This is an optimization exercise on Yosys and OpenROAD, whose aim is small area and a short achievable clock period, not a production implementation. Only simulation tests tie the RTL to the original design; equivalence was not proved. Power figures rest on the tool's default switching activity, not on a simulated workload.

==> flow/design.v <==
package types_pkg;
  typedef enum logic [1:0] {
    IDLE    = 2'd0,
    WAIT    = 2'd1,
    RESPOND = 2'd2
  } mem_resp_state_t;
  localparam int MEM_RESP_WAIT_DEFAULT = 2;
  localparam int MEM_RESP_DATA_W       = 16;
  localparam int MEM_RESP_ADDR_W       = 16;
  function automatic logic mem_resp_in_range(input logic [MEM_RESP_ADDR_W-1:0] addr,
                                             input int addr_bits);
    mem_resp_in_range = ((addr >> addr_bits) == {MEM_RESP_ADDR_W{1'b0}});
  endfunction
endpackage
module mem_resp_array
#(
  parameter int DATA_W = types_pkg::MEM_RESP_DATA_W
) (
  input  logic              clk,
  input  logic [7:0]        rlo,
  input  logic [7:0]        wlo,
  input  logic [7:0]        rd0,
  input  logic [7:0]        rd2,
  input  logic [7:0]        wr,
  input  logic              clr_n,    
  input  logic [DATA_W-1:0] wdata,
  output logic [DATA_W-1:0] rdata
);
  localparam int RINGS = 64;
  logic [DATA_W-1:0] s0_q  [RINGS];
  logic [DATA_W-1:0] s1_q  [RINGS];
  logic [DATA_W-1:0] s2_q  [RINGS];
  logic [DATA_W-1:0] s3_q  [RINGS];
  logic [DATA_W-1:0] s0_d  [RINGS];
  logic [RINGS-1:0]  t0, t2;
  logic [DATA_W-1:0] or4   [16];       
  logic [DATA_W-1:0] or8_n [8];        
  logic [DATA_W-1:0] or16  [4];        
  logic [DATA_W-1:0] or32_n [2];       
  for (genvar r = 0; r < RINGS; r++) begin : g_ring
    logic we, hold;
    assign we   = wr[r / 8] & wlo[r % 8];
    assign hold = clr_n & ~we;
    assign t0[r] = rd0[r / 8] & rlo[r % 8];
    assign t2[r] = rd2[r / 8] & rlo[r % 8];
    always_ff @(posedge clk) begin
      s0_q[r] <= s0_d[r];
      s1_q[r] <= s0_q[r];
      s2_q[r] <= s1_q[r];
      s3_q[r] <= s2_q[r];
    end
    for (genvar b = 0; b < DATA_W; b++) begin : g_bit
      mem_resp_ao22 u_entry (
        .a1(we), .a2(wdata[b]), .b1(hold), .b2(s3_q[r][b]), .y(s0_d[r][b])
      );
    end
  end
  for (genvar b = 0; b < DATA_W; b++) begin : g_tree
    for (genvar i = 0; i < 16; i++) begin : g_l2
      mem_resp_tap4 u_g (
        .t0(t0[4*i+3:4*i]), .t2(t2[4*i+3:4*i]),
        .a({s0_q[4*i+3][b], s0_q[4*i+2][b], s0_q[4*i+1][b], s0_q[4*i][b]}),
        .b({s2_q[4*i+3][b], s2_q[4*i+2][b], s2_q[4*i+1][b], s2_q[4*i][b]}),
        .y(or4[i][b])
      );
    end
    for (genvar i = 0; i < 8; i++) begin : g_l3
      mem_resp_nor2 u_g (.a(or4[2*i][b]), .b(or4[2*i+1][b]), .y(or8_n[i][b]));
    end
    for (genvar i = 0; i < 4; i++) begin : g_l4
      mem_resp_nand2 u_g (.a(or8_n[2*i][b]), .b(or8_n[2*i+1][b]), .y(or16[i][b]));
    end
    for (genvar i = 0; i < 2; i++) begin : g_l5
      mem_resp_nor2 u_g (.a(or16[2*i][b]), .b(or16[2*i+1][b]), .y(or32_n[i][b]));
    end
    mem_resp_nand2 u_l6 (.a(or32_n[0][b]), .b(or32_n[1][b]), .y(rdata[b]));
  end
endmodule
module mem_resp_ao22 (
  input  logic a1, a2, b1, b2,
  output logic y
);
  assign y = (a1 & a2) | (b1 & b2);
endmodule
module mem_resp_tap4 (
  input  logic [3:0] t0, t2, a, b,
  output logic       y
);
  assign y = |((t0 & a) | (t2 & b));
endmodule
module mem_resp_nand2 (
  input  logic a, b,
  output logic y
);
  assign y = ~(a & b);
endmodule
module mem_resp_nor2 (
  input  logic a, b,
  output logic y
);
  assign y = ~(a | b);
endmodule
module mem_responder
#(
  parameter int WAIT_CYCLES = types_pkg::MEM_RESP_WAIT_DEFAULT,
  parameter int ADDR_BITS   = 8
) (
  input  logic        clk,
  input  logic        rst,
  input  logic        req_valid,
  input  logic        req_write,
  input  logic [15:0] req_addr,
  input  logic [15:0] req_wdata,
  input  logic        halt_sys,
  output logic        req_ready,
  output logic        rsp_valid,
  output logic [15:0] rsp_rdata,
  output logic        busy,
  output logic        stall
);
  logic        busy_q, rsp_q, w1_q;
  logic [1:0]  ph_q;        
  logic [3:0]  clr_q;       
  logic        write_q;     
  logic        wpend_q;     
  logic        cap_q;       
  logic [7:0]  rd0_q, rd2_q, wr_q;
  logic [1:0]  slot_q;      
  logic [7:0]  hi_q, lo_q;  
  logic [7:0]  rlo_q, wlo_q;
  logic [15:0] rdata_q;
  logic        accept, land;
  logic        rd_d, cap_d, rd0_d, rd2_d, wpend_d, wr_d;
  logic [1:0]  slot_d;
  logic [7:0]  hi_d, lo_d, hi_n, lo_n;
  logic        hold_rdata;
  logic [15:0] tap_data;
  assign busy      = busy_q;
  assign rsp_valid = rsp_q;
  assign req_ready = !busy_q && !halt_sys && !rst;
  assign accept    = req_valid && req_ready;
  assign stall     = req_valid && !req_ready;
  assign rsp_rdata = rdata_q;
  assign land    = |wr_q;
  assign slot_d  = accept ? req_addr[1:0] + ph_q : slot_q + 2'd1;
  assign rd_d    = (accept && !req_write) || (w1_q && !write_q);
  assign cap_d   = rd_d && !slot_d[0];
  assign rd0_d   = cap_d && !slot_d[1];
  assign rd2_d   = cap_d && slot_d[1] && clr_q[1];
  assign wpend_d = (accept && req_write) || (wpend_q && !land);
  assign wr_d    = wpend_d && (slot_d == 2'd3);
  always_comb begin
    hi_d = '0;
    lo_d = '0;
    hi_d[req_addr[7:5]] = 1'b1;
    lo_d[req_addr[4:2]] = 1'b1;
  end
  assign hi_n = accept ? hi_d : hi_q;
  assign lo_n = accept ? lo_d : lo_q;
  assign hold_rdata = !(accept || cap_q);
  always_ff @(posedge clk or posedge rst) begin
    if (rst) begin
      busy_q  <= 1'b0;
      rsp_q   <= 1'b0;
      w1_q    <= 1'b0;
      ph_q    <= 2'd1;
      clr_q   <= 4'd0;
      wpend_q <= 1'b0;
      cap_q   <= 1'b0;
      wr_q    <= '0;
      rd0_q   <= '0;
      rd2_q   <= '0;
    end else begin
      busy_q  <= accept || (busy_q && !rsp_q);
      w1_q    <= accept;
      rsp_q   <= busy_q && !w1_q && !rsp_q;
      ph_q    <= ph_q + 2'd1;
      clr_q   <= {clr_q[2:0], 1'b1};
      wpend_q <= wpend_d;
      cap_q   <= cap_d;
      wr_q    <= hi_n & {8{wr_d}};
      rd0_q   <= hi_n & {8{rd0_d}};
      rd2_q   <= hi_n & {8{rd2_d}};
    end
  end
  always_ff @(posedge clk) begin
    slot_q  <= slot_d;
    rlo_q   <= lo_n & {8{rd0_d || rd2_d}};
    wlo_q   <= lo_n & {8{wr_d}};
    rdata_q <= ({16{accept}} & req_wdata) | tap_data | ({16{hold_rdata}} & rdata_q);
    if (accept) begin
      write_q <= req_write;
      hi_q    <= hi_d;
      lo_q    <= lo_d;
    end
  end
  mem_resp_array #(
    .DATA_W(16)
  ) u_array (
    .clk   (clk),
    .rlo   (rlo_q),
    .wlo   (wlo_q),
    .rd0   (rd0_q),
    .rd2   (rd2_q),
    .wr    (wr_q),
    .clr_n (clr_q[3]),
    .wdata (rdata_q),
    .rdata (tap_data)
  );
endmodule
export LEC_CHECK = 0
export CAP_MARGIN = 20
export CORE_MARGIN = 2
export CORE_UTILIZATION = 82
export CTS_CLUSTER_DIAMETER = 100
export CTS_CLUSTER_SIZE = 30
export SETUP_SLACK_MARGIN = 3.3
export SLEW_MARGIN = 20
export SYNTH_HIERARCHICAL = 1
export SYNTH_MINIMUM_KEEP_SIZE = 0
create_clock -name core_clock -period 6.0 [get_ports {clk}]
standard.sh (not shown) runs the stock make flow with config.mk's settings and CLKGATE_MAP_FILE= SYNTH_SCRIPT=/design/flow/synth_recipe.tcl, a recipe that flattens the netlist after the stock synthesis.
==> flow/flow/run.sh <==
#!/bin/bash
# Layout flow: the standard flow (standard.sh), unchanged except that the port
# buffers that global placement inserts are plain buffers (buf_2, which repair may
# resize) instead of the library's delay cells. Each step's output goes to its own log.
set -euo pipefail
bash standard.sh synth > synth.log 2>&1
bash standard.sh "BUFFER_PORTS_ARGS=-buffer_cell sky130_fd_sc_hd__buf_2" finish > layout.log 2>&1
==> next run, changes <==
Settings changed: CORE_UTILIZATION 82 to 65.
Global-route usage went down by 11 points; setup slack gains 48 ps; non-clock buffer count went down by 2; routed wire length went down by 5.5%.
==> next run, changes <==
==> flow/run.sh (new file) <==
#!/bin/bash
# synth_recipe.tcl (not shown) runs the flow's synth.tcl, then flattens the netlist and writes it again
# the make line also repeats each setting of config.mk as NAME=value (left out here)
make -C /OpenROAD-flow-scripts/flow DESIGN_CONFIG=/design/flow/config.mk WORK_HOME=/design/flow/orfs CLKGATE_MAP_FILE= SYNTH_SCRIPT=/design/flow/synth_recipe.tcl finish
Settings changed: SETUP_SLACK_MARGIN 3.3 to 3.0.
removed: flow/flow/run.sh
removed: flow/standard.sh
What happened: Critical path depth went up by 5. Core utilization went down by 0.11 points. Sequential share of layout area went up by 0.11 points. Cell count is about the same. Die area does not change. Worst setup slack degrades by 200 ps. Clock skew went up by 3.1 ps. Final area hardly moves. First-iteration DRC count went down by 13%.
==> next run, changes <==
==> flow/flow/run.sh (new file) <==
#!/bin/bash
# Layout flow: the standard flow (standard.sh), unchanged except that the port
# buffers that global placement inserts are plain buffers (buf_2, which repair may
# resize) instead of the library's delay cells. Each step's output goes to its own log.
set -euo pipefail
bash standard.sh synth > synth.log 2>&1
bash standard.sh "BUFFER_PORTS_ARGS=-buffer_cell sky130_fd_sc_hd__buf_2" finish > layout.log 2>&1
==> flow/standard.sh (new file) <==
#!/bin/bash
# synth_recipe.tcl (not shown) runs the flow's synth.tcl, then flattens the netlist and writes it again
# the make line also repeats each setting of config.mk as NAME=value (left out here)
make -C /OpenROAD-flow-scripts/flow DESIGN_CONFIG=/design/flow/config.mk WORK_HOME=/design/flow/orfs CLKGATE_MAP_FILE= SYNTH_SCRIPT=/design/flow/synth_recipe.tcl "${@:-finish}"
Settings changed: CORE_UTILIZATION 65 to 75, SETUP_SLACK_MARGIN 3.0 to 3.3.
removed: flow/run.sh
Register-to-register slack gains 210 ps; global-route usage grows by 4.4 points; design area stays flat; area after synthesis is unchanged; total power stays flat; sequential power stays flat; via count grows slightly; worst setup slack gains 200 ps; count of clock-buffer cells in the layout grows by 1; clock skew grows by 4.9 ps.
==> next run, changes <==
Settings changed: CORE_UTILIZATION 75 to 65, CTS_CLUSTER_SIZE 30 to 32.
=>
- synthesized area does not change
- design area barely changes
- global-route usage drops by 4.8 points
- hold slack hardly moves
- clock-buffer cell count drops by 11
- fmax is about the same

==> port drivers added, routing unchanged <==
The flow's constraints put no driver on any port. The routed layouts listed below were extracted and timed again, unchanged, in two steps. Step 1 sets driving cells, clkbuf_16 on the clock port and buf_2 on the other inputs (assumed; they add their load-dependent delay and slew). Step 2 times the ports against the registers' clock, not the clock port: input delays grow and output delays shrink by t, the midpoint of the rising clock arrivals with the driver on. Slacks: ideal ports / drivers / drivers and shift; pairs: ideal ports / drivers.
run	shift t [ns]	setup slack, ns	worst register clock-pin slew, ns
the first run	0.907	3.072 / 3.019 / 2.533	0.12 / 0.12
the second run	0.901	3.120 / 3.081 / 2.666	0.11 / 0.11
the third run	0.900	2.924 / 2.924 / 2.385	0.12 / 0.12
the fourth run	0.919	3.122 / 3.082 / 2.627	0.12 / 0.12
the fifth run	0.899	3.120 / 3.065 / 2.654	0.12 / 0.12
After both steps every run listed still meets setup and hold.
